From an optimization exercise on the open Yosys and OpenROAD flow, aimed at small area, a short achievable clock period and few clock cycles per item; shortcuts taken in it are not production practice.
Only simulation tests tie the RTL to the original design; equivalence was not proved.
No activity file was given, so power comes from the tool's default toggle rates.

## longest_prefix_match_lookup
module longest_prefix_match_lookup #(
  parameter int TABLE_ENTRIES = 16,
  parameter int PORT_COUNT    = 16
) (
  input  logic               clk_i,
  input  logic               rst_ni,
  input  logic               in_valid_i,
  output logic               in_stall_o,
  input  logic [137:0]       in_item_i,
  output logic               out_valid_o,
  input  logic               out_stall_i,
  output logic [72:0]        out_item_o
);
For scale: about 6,000 cells after synthesis, roughly 1,900 flip-flops, roughly 220 I/O pins.
clock: 5.0 ns
lec_check: 0
cap_margin: 20
core_margin: 2
core_utilization: 40
slew_margin: 20
run.sh (not shown) runs the stock make flow with config.mk's settings and CLKGATE_MAP_FILE= SYNTH_SCRIPT=/design/flow/synth_recipe.tcl, a recipe that flattens the netlist after the stock synthesis.
Testbench counts at the start, summed over its fixed seeds: cycles 24,152, items 24,128.
Then changed:
ABC_CLOCK_PERIOD_IN_PS = 2400   (was not set)
CORE_UTILIZATION = 60   (was 40)
SETUP_SLACK_MARGIN = 2.6   (was not set)
This time the run ended with an error in global routing with GRT-0232.
Synthesized cell count does not change.
Area after synthesis does not change.


The RTL this note starts from:
==> flow/design.v <==
package lpm_pkg;
  localparam logic CMD_LOOKUP = 1'b0;
  localparam logic CMD_WRITE  = 1'b1;
  typedef struct packed {
    logic        cmd;
    logic [3:0]  entry_index;
    logic        entry_valid;
    logic [31:0] entry_prefix;
    logic [31:0] entry_mask;
    logic [31:0] entry_gateway;
    logic [3:0]  entry_port;
    logic [31:0] lookup_addr;
  } in_item_t;
  typedef struct packed {
    logic        hit;
    logic [3:0]  match_index;
    logic [31:0] match_mask;
    logic [31:0] match_gateway;
    logic [3:0]  match_port;
  } out_item_t;
  typedef struct packed {
    logic      valid;
    in_item_t  item;
    out_item_t best;
  } lpm_flow_t;
endpackage
module lpm_cell (
  input  logic        clk_i,
  input  logic        rst_ni,
  input  logic        wr_i,
  input  logic        wr_valid_i,
  input  logic [31:0] wr_prefix_i,
  input  logic [31:0] wr_mask_i,
  input  logic [31:0] wr_gw_i,
  input  logic [3:0]  wr_port_i,
  input  logic [31:0] addr_i,
  output logic        match_o,
  output logic [31:0] mask_o,
  output logic [31:0] gw_o,
  output logic [3:0]  port_o
);
  logic        valid_q;
  logic [31:0] pm_q;
  always_ff @(posedge clk_i or negedge rst_ni) begin
    if (!rst_ni) begin
      valid_q <= 1'b0;
    end else if (wr_i) begin
      valid_q <= wr_valid_i;
    end
  end
  always_ff @(posedge clk_i) begin
    if (wr_i) begin
      pm_q   <= wr_prefix_i & wr_mask_i;
      mask_o <= wr_mask_i;
      gw_o   <= wr_gw_i;
      port_o <= wr_port_i;
    end
  end
  assign match_o = valid_q && (((addr_i & mask_o) ^ pm_q) == 32'd0);
endmodule
module lpm_cmp (
  input  logic [31:0] a_i,
  input  logic [31:0] b_i,
  input  logic        cin_i,
  output logic        ge_o
);
  logic [31:0] g0, p0;
  logic [15:0] g1, p1;
  logic [7:0]  g2, p2;
  logic [3:0]  g3, p3;
  logic [1:0]  g4, p4;
  logic        g5, p5;
  assign g0 = a_i & ~b_i;
  assign p0 = a_i | ~b_i;
  for (genvar k = 0; k < 16; k++) begin : g_l1
    assign g1[k] = g0[2*k+1] | (p0[2*k+1] & g0[2*k]);
    assign p1[k] = p0[2*k+1] & p0[2*k];
  end
  for (genvar k = 0; k < 8; k++) begin : g_l2
    assign g2[k] = g1[2*k+1] | (p1[2*k+1] & g1[2*k]);
    assign p2[k] = p1[2*k+1] & p1[2*k];
  end
  for (genvar k = 0; k < 4; k++) begin : g_l3
    assign g3[k] = g2[2*k+1] | (p2[2*k+1] & g2[2*k]);
    assign p3[k] = p2[2*k+1] & p2[2*k];
  end
  for (genvar k = 0; k < 2; k++) begin : g_l4
    assign g4[k] = g3[2*k+1] | (p3[2*k+1] & g3[2*k]);
    assign p4[k] = p3[2*k+1] & p3[2*k];
  end
  assign g5 = g4[1] | (p4[1] & g4[0]);
  assign p5 = p4[1] & p4[0];
  assign ge_o = g5 | (p5 & cin_i);
endmodule
module longest_prefix_match_lookup #(
  parameter int TABLE_ENTRIES = 16,
  parameter int PORT_COUNT    = 16
) (
  input  logic               clk_i,
  input  logic               rst_ni,
  input  logic               in_valid_i,
  output logic               in_stall_o,
  input  logic [137:0]       in_item_i,
  output logic               out_valid_o,
  input  logic               out_stall_i,
  output logic [72:0]        out_item_o
);
  localparam int N = TABLE_ENTRIES;
  lpm_pkg::in_item_t in;
  logic         adv;
  logic         acc;
  logic         in_wr;
  logic         in_lookup;
  assign in  = in_item_i;
  assign acc = adv && in_valid_i;
  assign in_wr = acc && (in.cmd == lpm_pkg::CMD_WRITE) &&
      (!in.entry_valid || (32'(in.entry_port) < PORT_COUNT));
  assign in_lookup = acc && (in.cmd == lpm_pkg::CMD_LOOKUP);
  logic        pw_v;
  logic [3:0]  pw_idx;
  logic        pw_valid;
  logic [31:0] pw_prefix;
  logic [31:0] pw_mask;
  logic [31:0] pw_gw;
  logic [3:0]  pw_port;
  always_ff @(posedge clk_i or negedge rst_ni) begin
    if (!rst_ni) begin
      pw_v <= 1'b0;
    end else if (adv) begin
      pw_v <= in_wr;
    end
  end
  always_ff @(posedge clk_i) begin
    if (adv) begin
      pw_idx    <= in.entry_index;
      pw_valid  <= in.entry_valid;
      pw_prefix <= in.entry_prefix;
      pw_mask   <= in.entry_mask;
      pw_gw     <= in.entry_gateway;
      pw_port   <= in.entry_port;
    end
  end
  logic [N-1:0] pw_sel;
  logic [N-1:0] wr_slot;
  logic [N-1:0] match;
  logic [31:0] mask [N];
  logic [31:0] gw   [N];
  logic [3:0]  port [N];
  for (genvar g = 0; g < N; g++) begin : g_slot
    assign pw_sel[g]  = pw_v && (32'(pw_idx) == g);
    assign wr_slot[g] = adv && pw_sel[g];
    lpm_cell u_cell (
      .clk_i       (clk_i),
      .rst_ni      (rst_ni),
      .wr_i        (wr_slot[g]),
      .wr_valid_i  (pw_valid),
      .wr_prefix_i (pw_prefix),
      .wr_mask_i   (pw_mask),
      .wr_gw_i     (pw_gw),
      .wr_port_i   (pw_port),
      .addr_i      (in.lookup_addr),
      .match_o     (match[g]),
      .mask_o      (mask[g]),
      .gw_o        (gw[g]),
      .port_o      (port[g])
    );
  end
  logic         pw_match;
  logic [N-1:0] match_fw;
  assign pw_match = pw_valid &&
      (((in.lookup_addr ^ pw_prefix) & pw_mask) == 32'd0);
  for (genvar g = 0; g < N; g++) begin : g_fw
    assign match_fw[g] = pw_sel[g] ? pw_match : match[g];
  end
  logic         s1_v;
  logic [N-1:0] s1_match;
  always_ff @(posedge clk_i or negedge rst_ni) begin
    if (!rst_ni) begin
      s1_v <= 1'b0;
    end else if (adv) begin
      s1_v <= acc;
    end
  end
  always_ff @(posedge clk_i) begin
    if (adv) begin
      s1_match <= in_lookup ? match_fw : '0;
    end
  end
  logic [N-1:0] cmp;
  logic         prio_q [N][N];
  for (genvar j = 0; j < N; j++) begin : g_cmp
    lpm_cmp u_cmp (
      .a_i   (pw_mask),
      .b_i   (mask[j]),
      .cin_i (32'(pw_idx) < j),
      .ge_o  (cmp[j])
    );
  end
  logic [N-1:0] pc_slot_q;
  logic [N-1:0] pc_cmp_q;
  always_ff @(posedge clk_i or negedge rst_ni) begin
    if (!rst_ni) begin
      pc_slot_q <= '0;
    end else if (adv) begin
      pc_slot_q <= pw_sel;
    end
  end
  always_ff @(posedge clk_i) begin
    if (adv) begin
      pc_cmp_q <= cmp;
    end
  end
  for (genvar i = 0; i < N; i++) begin : g_pi
    for (genvar j = i + 1; j < N; j++) begin : g_pj
      always_ff @(posedge clk_i) begin
        if (pc_slot_q[i]) begin
          prio_q[i][j] <= pc_cmp_q[j];
        end else if (pc_slot_q[j]) begin
          prio_q[i][j] <= !pc_cmp_q[i];
        end
      end
    end
  end
  logic [N-1:0] beats [N];
  for (genvar i = 0; i < N; i++) begin : g_bi
    for (genvar j = 0; j < N; j++) begin : g_bj
      if (i < j) begin : g_lo
        assign beats[i][j] = pc_slot_q[i] ? pc_cmp_q[j] :
                             pc_slot_q[j] ? !pc_cmp_q[i] : prio_q[i][j];
      end else if (i > j) begin : g_hi
        assign beats[i][j] = !beats[j][i];
      end else begin : g_eq
        assign beats[i][j] = 1'b1;
      end
    end
  end
  logic [N-1:0] win;
  for (genvar i = 0; i < N; i++) begin : g_win
    assign win[i] = s1_match[i] && ((~s1_match | beats[i]) == '1);
  end
  logic         s2_v;
  logic [N-1:0] s2_win;
  always_ff @(posedge clk_i or negedge rst_ni) begin
    if (!rst_ni) begin
      s2_v <= 1'b0;
    end else if (adv) begin
      s2_v <= s1_v;
    end
  end
  always_ff @(posedge clk_i) begin
    if (adv) begin
      s2_win <= win;
    end
  end
  lpm_pkg::out_item_t res;
  always_comb begin
    res = '0;
    for (int i = 0; i < N; i++) begin
      if (s2_win[i]) begin
        res.match_index   = res.match_index | 4'(i);
        res.match_mask    = res.match_mask | mask[i];
        res.match_gateway = res.match_gateway | gw[i];
        res.match_port    = res.match_port | port[i];
      end
    end
    res.hit = |s2_win;
  end
  logic      out_v_q;
  lpm_pkg::out_item_t out_q;
  assign adv = !(out_v_q && out_stall_i);
  always_ff @(posedge clk_i or negedge rst_ni) begin
    if (!rst_ni) begin
      out_v_q <= 1'b0;
    end else if (adv) begin
      out_v_q <= s2_v;
    end
  end
  always_ff @(posedge clk_i) begin
    if (adv) begin
      out_q <= res;
    end
  end
  assign in_stall_o  = !adv;
  assign out_valid_o = out_v_q;
  assign out_item_o  = out_q;
endmodule
Settings: LEC_CHECK=0, ABC_AREA=1, CAP_MARGIN=20, CORE_MARGIN=2, CORE_UTILIZATION=40, SETUP_SLACK_MARGIN=2.4, SLEW_MARGIN=20, TNS_END_PERCENT=20; clock period 5.0 ns.
standard.sh (not shown) runs the stock make flow with config.mk's settings and CLKGATE_MAP_FILE= SYNTH_SCRIPT=/design/flow/synth_recipe.tcl, a recipe that flattens the netlist after the stock synthesis.
==> flow/flow/run.sh <==
#!/bin/bash
# The standard layout (standard synthesis and ORFS steps unchanged), except
# that the input and output port buffers are buf_4 cells instead of the delay
# cells buffer_ports picks by default. make's full output goes to
# flow_standard.log in the work folder; ORFS keeps each step's log under orfs/logs.
set -euo pipefail
cd "$(dirname "$0")/.."
bash standard.sh "BUFFER_PORTS_ARGS=-buffer_cell sky130_fd_sc_hd__buf_4" finish > flow_standard.log 2>&1
The baseline finished with timing, DRC and antenna clean.
Testbench counts at the start, summed over its fixed seeds: cycles 24,160, items 24,128.
Change:
==> flow/run.sh (new file) <==
#!/bin/bash
# synth_recipe.tcl (not shown) runs the flow's synth.tcl, then flattens the netlist and writes it again
# the make line also repeats each setting of config.mk as NAME=value (left out here)
make -C /OpenROAD-flow-scripts/flow DESIGN_CONFIG=/design/flow/config.mk WORK_HOME=/design/flow/orfs CLKGATE_MAP_FILE= SYNTH_SCRIPT=/design/flow/synth_recipe.tcl finish
ABC_AREA = unset   (was 1)
ABC_CLOCK_PERIOD_IN_PS = 2500   (was unset)
removed: flow/flow/run.sh
removed: flow/standard.sh
=> The new run passed the timing, DRC and antenna checks. Die area goes down by 4.3%. Design area hardly moves. First-iteration DRC count goes down by 17%. Core utilization goes up by 2.2 points. Global-route usage goes down by 4.0 points. Sequential power barely changes. Setup slack got worse by 0.10 ns.
Change:
==> flow/flow/run.sh (new file) <==
#!/bin/bash
# The standard layout (standard synthesis and ORFS steps unchanged), except
# that the input and output port buffers are buf_4 cells instead of the delay
# cells buffer_ports picks by default. make's full output goes to
# flow_standard.log in the work folder; ORFS keeps each step's log under orfs/logs.
set -euo pipefail
cd "$(dirname "$0")/.."
bash standard.sh "BUFFER_PORTS_ARGS=-buffer_cell sky130_fd_sc_hd__buf_4" finish > flow_standard.log 2>&1
==> flow/standard.sh (new file) <==
#!/bin/bash
# synth_recipe.tcl (not shown) runs the flow's synth.tcl, then flattens the netlist and writes it again
# the make line also repeats each setting of config.mk as NAME=value (left out here)
make -C /OpenROAD-flow-scripts/flow DESIGN_CONFIG=/design/flow/config.mk WORK_HOME=/design/flow/orfs CLKGATE_MAP_FILE= SYNTH_SCRIPT=/design/flow/synth_recipe.tcl "${@:-finish}"
ABC_AREA = 1   (was unset)
ABC_CLOCK_PERIOD_IN_PS = unset   (was 2500)
CAP_MARGIN = 30   (was 20)
CTS_CLUSTER_DIAMETER = 80   (was unset)
CTS_CLUSTER_SIZE = 30   (was unset)
SETUP_SLACK_MARGIN = 2.6   (was 2.4)
SLEW_MARGIN = 30   (was 20)
removed: flow/run.sh
Result:
- The new run completed without violations
- final cell count grows by 22%
- cell area shrinks by 0.77%
- worst setup slack is better by 0.26 ns
- clock-buffer cell count shrinks by 92
- power shrinks by 5.0%
- non-clock buffer count shrinks by 173
- utilization shrinks by 2.5 points
Change:
CORE_UTILIZATION = 50   (was 40)
=> Via count climbs slightly. Sequential cell count is unchanged. First-iteration DRC count climbs by roughly a tenth. Cell count drops by a few percent. Cell area drops slightly. Sequential power is about the same. Total power drops by a few percent. Hold slack degrades by 0.080 ns. Maximum frequency climbs slightly.

## afterwards: timing with drivers on the ports
How much do the figures lean on ideal ports? The routed layouts below were timed once more, with nothing changed but the port constraints.
Step 1: set_driving_cell puts a clkbuf_16 on clk_i and a buf_2 on each other input, an assumption about the parent block.
Step 2 moves the port delays by t, midway between the first and last clock arrival at a register: inputs arrive t later, outputs are due t later. That takes back most of the time a late clock gives input paths.
Slacks: ideal ports / drivers / drivers and shift; pairs: ideal ports / drivers.
run | t, ns | slack for setup (ns) | latest minus earliest clock arrival (ns)
the first run of note 1 | 0.966 | 0.553 / 0.609 / -0.357 | 0.038 / 0.038
the first run of note 2 | 1.001 | 2.074 / 2.076 / 1.081 | 0.077 / 0.076
the second run of note 2 | 1.002 | 1.975 / 1.975 / 1.122 | 0.057 / 0.057
the third run of note 2 | 0.939 | 2.240 / 2.240 / 1.505 | 0.047 / 0.048
the fourth run of note 2 | 0.941 | 2.262 / 2.262 / 1.450 | 0.062 / 0.062
With both steps, setup timing fails in the first run of note 1, where it was met with ideal ports. For the first run of note 2, which loses most, drivers alone change the setup slack by +0.002 ns; drivers and shift together by -0.993 ns.
